Source: an optimization exercise on an open RTL-to-GDS flow (aim: small area, a short achievable clock period and few clock cycles per item). Production flows keep margins and buffers that such runs may drop.
No functional check of the RTL was part of this run.
Power is estimated from default activity; no workload was simulated.

===== flow/design.v =====
`timescale 1ns / 1ps
package udta_pkg;
    localparam int VALUE_WIDTH_DEF = 32;
    localparam int MAX_DIGITS_DEF  = 10;
    localparam int DIGIT_W = 4;
    localparam int STEP_BITS = 4;
    localparam int CONV_W = MAX_DIGITS_DEF * DIGIT_W;
    localparam int NIBBLES = VALUE_WIDTH_DEF / STEP_BITS;
    localparam int                 CHAR_W     = 6;
    localparam logic [CHAR_W-1:0]  ASCII_ZERO = 6'd48;
endpackage
`timescale 1ns / 1ps
module udta_dabble_stage (
    input  logic [udta_pkg::CONV_W-1:0]  in_r,
    input  logic [udta_pkg::NIBBLES-1:0] en,
    output logic [udta_pkg::CONV_W-1:0]  out_r
);
    localparam int W = udta_pkg::CONV_W;
    localparam int V = udta_pkg::VALUE_WIDTH_DEF;
    localparam int N = udta_pkg::NIBBLES;
    function automatic logic [3:0] dab(input logic [3:0] d, input logic e);
        logic a;
        a = e & (d[3] | (d[2] & (d[1] | d[0])));
        dab[3] = d[3] | (e & d[2] & (d[1] | d[0]));
        dab[2] = d[2] ? !(e & (d[1] | d[0])) : (e & d[3] & d[0]);
        dab[1] = d[1] ? (!(e & d[2]) | d[0]) : (e & d[3] & !d[0]);
        dab[0] = d[0] ^ a;
    endfunction
    always_comb
    begin
        out_r = in_r;
        for (int j = 0; j < udta_pkg::STEP_BITS; j++)
        begin
            for (int p = (4 - j) % 4; p + 3 < W; p += 4)
            begin
                if ((V - j - p) / 4 < N && p + 4 < W)
                begin
                    out_r[p +: 4] = dab(out_r[p +: 4],
                                        en[((V - j - p) / 4 < 0) ? 0 : (V - j - p) / 4]);
                end
            end
        end
    end
endmodule
`timescale 1ns / 1ps
module udta_emit #(
    parameter int MAX_DIGITS = udta_pkg::MAX_DIGITS_DEF
) (
    input  logic                                    clk,
    input  logic                                    rst_n,
    input  logic                                    in_valid,
    input  logic [MAX_DIGITS*udta_pkg::DIGIT_W-1:0] in_bcd,
    input  logic                                    in_single,
    output logic                                    ready,
    output logic                                    ready_next,
    output logic                                    digit_valid,
    input  logic                                    digit_stall,
    output logic [udta_pkg::CHAR_W-1:0]             digit_char,
    output logic                                    last_digit
);
    localparam int DW    = udta_pkg::DIGIT_W;
    localparam int BCD_W = MAX_DIGITS * DW;
    localparam int IDX_W = $clog2(MAX_DIGITS);
    logic                em_valid;
    logic                em_first;
    logic                em_lastnext;
    logic [BCD_W-1:0]    em_bcd;
    logic [BCD_W-2:0]    em_keep;    
    logic [MAX_DIGITS-1:0] em_oh;
    logic [MAX_DIGITS-1:0] lead;
    logic [MAX_DIGITS-1:0] sel;
    logic [DW-1:0]       cur_digit;
    logic                cur_last;
    logic                push;
    logic                o_valid;
    logic [DW:0]         o_data;
    logic                s_valid;
    logic [DW:0]         s_data;
    logic                o_en;
    logic                em_valid_d;
    logic                em_lastnext_d;
    logic                s_valid_d;
    assign em_bcd = {1'b0, em_keep};
    always_comb
    begin
        logic seen;
        seen = 1'b0;
        for (int d = MAX_DIGITS - 1; d >= 0; d--)
        begin
            lead[d] = !seen && ((em_bcd[d*DW +: DW] != '0) || (d == 0));
            seen    = seen || (em_bcd[d*DW +: DW] != '0);
        end
    end
    assign sel = em_first ? lead : em_oh;
    always_comb
    begin
        cur_digit = '0;
        for (int d = 0; d < MAX_DIGITS; d++)
        begin
            cur_digit = cur_digit | (em_bcd[d*DW +: DW] & {DW{sel[d]}});
        end
    end
    assign cur_last  = em_lastnext;
    assign push  = em_valid && !s_valid;
    assign ready = !em_valid || (!s_valid && em_lastnext);
    always_ff @(posedge clk or negedge rst_n)
    begin
        if (!rst_n)
        begin
            em_valid <= 1'b0;
        end
        else
        begin
            em_valid <= em_valid_d;
        end
    end
    always_ff @(posedge clk)
    begin
        if (ready && in_valid)
        begin
            em_keep     <= in_bcd[BCD_W-2:0];
            em_first    <= 1'b1;
        end
        else if (push)
        begin
            em_first    <= 1'b0;
        end
        em_lastnext <= em_lastnext_d;
        if (push)
        begin
            em_oh <= sel >> 1;
        end
    end
    assign o_en = !o_valid || !digit_stall;
    always_comb
    begin
        em_valid_d    = ready ? in_valid : em_valid;
        em_lastnext_d = (ready && in_valid) ? in_single
                      : push ? sel[1] : em_lastnext;
        s_valid_d     = s_valid ? !o_en : (push && !o_en);
    end
    assign ready_next = !em_valid_d || (!s_valid_d && em_lastnext_d);
    always_ff @(posedge clk or negedge rst_n)
    begin
        if (!rst_n)
        begin
            o_valid <= 1'b0;
            s_valid <= 1'b0;
        end
        else
        begin
            if (o_en)
            begin
                o_valid <= s_valid || push;
            end
            s_valid <= s_valid_d;
        end
    end
    always_ff @(posedge clk)
    begin
        if (o_en)
        begin
            o_data <= s_valid ? s_data : {cur_last, cur_digit};
        end
        if (!s_valid)
        begin
            s_data <= {cur_last, cur_digit};
        end
    end
    assign digit_valid = o_valid;
    assign digit_char  = udta_pkg::ASCII_ZERO + {{(udta_pkg::CHAR_W-DW){1'b0}}, o_data[DW-1:0]};
    assign last_digit  = o_data[DW];
endmodule
`timescale 1ns / 1ps
module unsigned_decimal_to_ascii #(
    parameter int VALUE_WIDTH = udta_pkg::VALUE_WIDTH_DEF,
    parameter int MAX_DIGITS  = udta_pkg::MAX_DIGITS_DEF
) (
    input  logic                          clk,
    input  logic                          rst_n,
    input  logic                          value_valid,
    output logic                          value_stall,
    input  logic [VALUE_WIDTH-1:0]        value,
    output logic                          digit_valid,
    input  logic                          digit_stall,
    output logic [udta_pkg::CHAR_W-1:0]   digit_char,
    output logic                          last_digit
);
    localparam int W = udta_pkg::CONV_W;
    localparam int N = udta_pkg::NIBBLES;
    logic          r_valid;
    logic          r_single;
    logic          r_last;
    logic [W-2:0]  r_keep;
    logic [W-1:0]  r_q;
    logic [N-1:0]  e_q;
    logic [W-1:0]  r_step;
    logic [W-1:0]  r_load;
    logic [N-1:0]  e_load;
    logic [N-1:0]  zabove;
    logic          r_finish;
    logic          em_ready;
    logic          handoff;
    logic          take;
    logic          r_free;
    logic          r_free_q;
    logic          stall_q;
    logic          r_free_d;
    logic          r_valid_d;
    logic          r_last_d;
    logic          em_ready_next;
    always_comb
    begin
        r_load = W'(value);
        for (int q = 0; q < N; q++)
        begin
            zabove[q] = (q == N - 1) ? 1'b1 : (value >> (4 * q + 4)) == '0;
            if (zabove[q] && value[4*q+3] && (value[4*q+2] || value[4*q+1]))
            begin
                r_load[4*q +: 4] = {1'b0, value[4*q+2] & value[4*q+1],
                                    value[4*q+2] & !value[4*q+1], value[4*q]};
                r_load[4*q+4]    = 1'b1;
            end
        end
        for (int i = 0; i < N; i++)
        begin
            e_load[i] = (value >> 4) != '0;
            if (i >= 2)
            begin
                e_load[i] = e_load[i] && ((value >> (VALUE_WIDTH - 4 * (i - 1))) == '0);
            end
        end
    end
    assign r_q = {1'b0, r_keep};
    udta_dabble_stage u_step (
        .in_r  (r_q),
        .en    (e_q),
        .out_r (r_step)
    );
    assign r_finish    = r_valid && r_last;
    assign handoff     = r_finish && em_ready;
    assign r_free      = !r_valid || handoff;
    assign value_stall = stall_q;
    assign take        = value_valid && r_free_q;
    assign r_valid_d = take || (r_valid && !handoff);
    assign r_free_d  = !r_valid_d || (r_last_d && em_ready_next);
    assign r_last_d  = r_free_q ? (e_load[N-1] || !e_load[0])
                                : (!e_q[0] || e_q[N-1] || e_q[N-2]);
    always_ff @(posedge clk or negedge rst_n)
    begin
        if (!rst_n)
        begin
            r_valid  <= 1'b0;
            r_free_q <= 1'b1;
            stall_q  <= 1'b0;
        end
        else
        begin
            r_valid  <= r_valid_d;
            r_free_q <= r_free_d;
            stall_q  <= !r_free_d;
        end
    end
    always_ff @(posedge clk)
    begin
        r_last <= r_last_d;
        if (r_free_q)
        begin
            r_keep   <= r_load[W-2:0];
            e_q      <= e_load;
            r_single <= zabove[0] && !(value[3] && (value[2] || value[1]));
        end
        else
        begin
            r_keep <= r_step[W-2:0];
            e_q <= (e_q[0] && !e_q[N-1]) ? {e_q[N-2:0], 1'b1} : '0;
        end
    end
    udta_emit #(
        .MAX_DIGITS (MAX_DIGITS)
    ) u_emit (
        .clk         (clk),
        .rst_n       (rst_n),
        .in_valid    (handoff),
        .in_bcd      (r_step),
        .in_single   (r_single),
        .ready       (em_ready),
        .ready_next  (em_ready_next),
        .digit_valid (digit_valid),
        .digit_stall (digit_stall),
        .digit_char  (digit_char),
        .last_digit  (last_digit)
    );
endmodule

===== flow/flow/run.sh =====
#!/bin/bash
# layout flow: the standard synthesis, then the combinational cells of its
# netlist mapped again for area (the flip-flops are kept as they are, same
# names and cell types), then the standard layout from that netlist.
# Each tool's full output goes to a log file of its own in this folder.
set -euo pipefail
R=orfs/results/$FLOW_PLATFORM/unsigned_decimal_to_ascii/base
bash standard.sh synth > log_1_standard_synth.txt 2>&1
cp "$R/1_2_yosys.v" standard_1_2_yosys.v
bash flow/remap.sh standard_1_2_yosys.v remapped.v "$FLOW_TOP" > log_2_remap.txt 2>&1
cp remapped.v "$R/1_2_yosys.v"
bash standard.sh finish > log_3_standard_layout.txt 2>&1

===== flow/flow/remap.sh =====
#!/bin/bash
# remap.sh IN.v OUT.v TOP: map the combinational part of a mapped sky130hd
# netlist again, for area. Sequential cells stay black boxes, so every
# flip-flop keeps its instance name, cell type and connections.
set -euo pipefail
IN=$1; OUT=$2; TOP=$3
P=$FLOW_HOME/platforms/sky130hd
LIB=$P/lib/sky130_fd_sc_hd__tt_025C_1v80.lib
SEQ=$(grep -oE "sky130_fd_sc_hd__(e?df|sdf|sedf|dl|dfb)[a-z0-9_]*" "$IN" | sort -u | tr '\n' ' ')
DU=$(grep -oE "sky130_fd_sc_hd__(probe|lpflow)[a-z0-9_]*" "$P/config.mk" | sort -u | sed 's/^/-dont_use /' | tr '\n' ' ')
cat > remap.ys <<EOT
read_liberty -ignore_miss_func -ignore_miss_dir $LIB
blackbox $SEQ
read_verilog $IN
hierarchy -top $TOP
flatten
hierarchy -top $TOP
opt_clean -purge
abc -liberty $LIB $DU -script +strash;dch,-f;map,-a;mfs2;map,-a
opt_clean -purge
setundef -zero
splitnets
opt_clean -purge
hilomap -singleton -hicell sky130_fd_sc_hd__conb_1 HI -locell sky130_fd_sc_hd__conb_1 LO
insbuf -buf sky130_fd_sc_hd__buf_4 A X
stat -liberty $LIB
write_verilog -noattr -nohex -nodec $OUT
EOT
yosys -s remap.ys

===== flow/standard.sh =====
#!/bin/bash
# synth_recipe.tcl (not shown) runs the flow's synth.tcl, then flattens the netlist and writes it again
# the make line also repeats each setting of config.mk as NAME=value (left out here)
make -C /OpenROAD-flow-scripts/flow DESIGN_CONFIG=/design/flow/config.mk WORK_HOME=/design/flow/orfs CLKGATE_MAP_FILE= SYNTH_SCRIPT=/design/flow/synth_recipe.tcl "${@:-finish}"

===== flow/config.mk =====
export PLATFORM = sky130hd
export DESIGN_NAME = unsigned_decimal_to_ascii
export DESIGN_NICKNAME = unsigned_decimal_to_ascii
export VERILOG_FILES = /design/flow/design.v
export SDC_FILE = /design/flow/constraint.sdc
export NUM_CORES = 4
export LEC_CHECK = 0
export ABC_AREA = 1
export CAP_MARGIN = 20
export CORE_MARGIN = 2
export CORE_UTILIZATION = 40
export CTS_BUF_LIST = sky130_fd_sc_hd__clkbuf_4 sky130_fd_sc_hd__clkbuf_8
export SETUP_SLACK_MARGIN = 3.0
export SLEW_MARGIN = 20
export SYNTH_HIERARCHICAL = 1

===== flow/constraint.sdc =====
create_clock -name core_clock -period 5.5 [get_ports {clk}]
set_input_delay 1.1000 -clock core_clock [delete_from_list [all_inputs] [get_ports {clk}]]
set_output_delay 1.1000 -clock core_clock [all_outputs]
set_load 0.01 [all_outputs]

==> summary.txt <==
[final timing paths]
kind	start	end	slack [ns]	cells after the start
worst max-delay path	r_keep[35]	u_emit.em_keep[29]	2.60	13
worst min-delay path	r_keep[0]	u_emit.em_keep[0]	0.44	0
worst max register to register	r_keep[35]	u_emit.em_keep[29]	2.60	13
worst min register to register	r_keep[0]	u_emit.em_keep[0]	0.44	0
max in group asynchronous	rst_n	r_free_q	4.33	1
min in group asynchronous	rst_n	stall_q	0.89	1
[state kept, by name, summed over array words and instances, names as in the netlist]
signal / flops
e_q: 7
r_free_q: 1
r_keep: 39
r_last: 1
r_single: 1
r_valid: 1
stall_q: 1
u_emit.em_first: 1
u_emit.em_keep: 39
u_emit.em_lastnext: 1
u_emit.em_oh: 9
u_emit.em_valid: 1
u_emit.o_data: 5
u_emit.o_valid: 1
u_emit.s_data: 5
u_emit.s_valid: 1
[worst max-delay path, stage by stage (launching register included)]
cell and delay [ns]:
dfxtp_1 0.42, nand3_1 0.11, a21oi_1 0.35, nand2_1 0.17
o21ai_0 0.38, nand2_1 0.14, nor2_2 0.14, nand2_1 0.08
a21oi_1 0.15, clkinv_1 0.13, a21oi_2 0.21, a21oi_2 0.07
xor2_2 0.16, buf_4 0.14
[metal layers]
layer  GRT usage  vias to the layer above  part of all wire
met5           0                        -                 0
met4     0.06280                        0             0.022
met3     0.03858                       47             0.036
met2      0.3670                      166              0.53
met1      0.2667                     3337              0.42
li1            -                     3411                 -
[final cells by class]
| cell class | instances | area, um^2 | area share |
|---|---|---|---|
| Clock buffer | 20 | 262.8 | 0.02458 |
| Sequential cell | 114 | 2934 | 0.2745 |
| Inverter | 139 | 609.3 | 0.05701 |
| Timing Repair Buffer | 181 | 1598 | 0.1495 |
| Multi-Input combinational cell | 640 | 4898 | 0.4583 |
| Clock inverter | 12 | 115.1 | 0.01077 |
| Tap cell | 216 | 270.3 | 0.02529 |
[timing repair]
item | CTS | global route
resized for setup | 243 | 336
setup buffers | 78 | 59
pin swaps | 81 | 126
endpoints found under the setup margin | 115 | 91
gates cloned | 1 | 0
[power groups by stage]
stage	logic, mW	registers [mW]	clock network (mW)
2_1_floorplan	1.99	1.71	0
6_report	4.94	1.93	0.767
3_5_place_dp	2.62	1.80	0
5_1_grt	5.32	1.98	0.806
4_1_cts	3.50	1.84	0.772
3_3_place_gp	2.61	1.80	0
[stage by stage]
| stage | setup WS [ns] | area [um^2] | hold WS (ns) | std cells |
|---|---|---|---|---|
| floorplan | 2.741 | 6648 | 0.4086 | 894 |
| global placement | 1.915 | 7338 | 0.4117 | 1152 |
| detailed placement | 1.840 | 7338 | 0.4229 | 1152 |
| CTS | 2.732 | 9065 | 0.4411 | 1263 |
| global route | 2.443 | 10690 | 0.4606 | 1322 |
| finish | 2.600 | 10690 | 0.4416 | 1322 |
==> flow_summary.rst <==
.. list-table::
   :header-rows: 1

   * - Metric
     - Value
   * - Sw Ratio
     - 0.4666
   * - Num Clock Sinks
     - 114
   * - Max VDD drop
     - 0.0004128 V
   * - Highest Clock Rate
     - 344.8 MHz
   * - Initial antenna violation count
     - 0
   * - Placer Congestion
     - 0.8259
   * - Critical Path AT
     - 3.10 ns
   * - Hold buffer count at cts
     - 0
   * - Switching power
     - 3.564 mW
   * - Leftover overflow at the end of global routing
     - 0
   * - Run status
     - finished clean
   * - Number of max-cap violations
     - 0
   * - Fillcell total
     - 1264
   * - Y dimension of the die
     - 131.4 um
   * - Unrepaired setup endpoints after global routing
     - yes
   * - GR Util All Layers
     - 0.2107
   * - I/O pin total
     - 45
   * - # port buffers
     - 42
   * - Final antenna diode count
     - 0
   * - Average instance area after synthesis
     - 7.266 um^2
   * - Relative slew margins
     - 0.3659
   * - Violation count after the first detailed-routing iteration
     - 376
   * - Summed negative setup slack over all endpoints
     - 0 ns
   * - Number of buffers created by CTS
     - 17
   * - Area of the core
     - 15890 um^2
   * - Avg Vias per Cell
     - 5.266
   * - Overall die area
     - 17260 um^2
   * - Synth warnings
     - 9
   * - Max H-tree Level
     - 4
   * - Initial core utilization
     - 0.4085
   * - Maximum number of pins on one net before global-route repair
     - 39
   * - Transition time of the tightest slew-check pin
     - 0.9511 ns
   * - Number of global-route vias before repair
     - 6299
   * - Post-synthesis instance area
     - 6489 um^2
   * - Most common library cell in the layout ignoring fill and taps
     - nand2_1
   * - Classification of the worst setup path
     - flop to flop
   * - Fraction of the core area covered by cells at the end of the flow
     - 0.6728
   * - CP endpoint kind
     - flop
   * - Post-route fraction of the period consumed by the critical path
     - 0.5274
   * - Path class of the lowest-slack min-delay path
     - flop to flop
   * - First-pass detailed-route iteration total
     - 5
   * - Gate count after technology mapping
     - 893
   * - Maximum fanout count along the critical path
     - 3
   * - Hold Violations, Final
     - 0
   * - Clock latency at the later pin of the worst-skew pair
     - 0.44 ns
   * - Overall power of the completed layout
     - 7.637 mW
   * - HPWL after detailed placement
     - 11290 um
   * - Setup violations, final
     - 0
   * - Final net count
     - 1129
   * - Portion of total power attributed to the clock network
     - 0.100
   * - Avg WL per Cell
     - 15.69 um
   * - Root Buffer Master
     - clkbuf_8
   * - TritonCTS clock tree
     - yes
   * - Ratio of total power to cell area
     - 714.6 nW/um^2
   * - Logic gate share of total power
     - 0.647
   * - Internal power of the cells
     - 4.073 mW
   * - Vias
     - 6961
   * - Post-route minimum period
     - 2.900 ns
   * - Layout overhead on the synthesized area
     - 64.71%
   * - Antenna viol nets, final
     - 0
   * - Register share of total power
     - 0.253
   * - Clock transition time at the flip-flop clock pins of the worst setup and hold paths
     - 0.07 ns
   * - Number of remaining DRC errors
     - 0
   * - Wire length reported by the detailed router
     - 20740 um
   * - Number of buffers on the longest clock path
     - 2
   * - Leakage power of the design
     - 4.224 nW
   * - Type of element launching the critical path
     - flop
   * - Global-route wire length before repair
     - 29720 um
   * - Most used cells in the layout excluding fill and tap cells
     - nand2_1 (131), buf_4 (115), clkinv_1 (78)
   * - Final setup skew
     - 0.01091 ns
   * - Number of pins with negative max-slew slack in the final report
     - 0
   * - Share of post-route cells with drive strength above 1
     - 0.5000
   * - Die X
     - 131.4 um
   * - Std cell rows
     - 46
   * - Required time of the critical path
     - 5.70 ns

afterwards: timing with drivers on the ports:
In the flow no input, the clock included, has a driving cell. The finished layout below was timed again as built, in two steps.
Step 1 assumes that a clkbuf_16 drives the clock port and a buf_2 every other input.
Step 2 adds t to the input delays and takes it off the output delays; t is the mean of the earliest and latest rising clock arrival at the registers after step 1. Input paths then give back, and output paths get back, about the clock's delay inside the block.
a / b / c = ideal ports / drivers / drivers and shift; a / b = the first two.
shift t [ns]: 0.473
setup WS [ns]: 2.600 / 2.600 / 2.463
worst setup path after step 2: input to register
latest minus earliest clock arrival (ns): 0.011 / 0.011
pins driven straight from the clock port: 1
After both steps setup and hold are still met in this run. For this run, drivers alone change the setup slack by 0.000 ns; drivers and shift together by -0.137 ns.
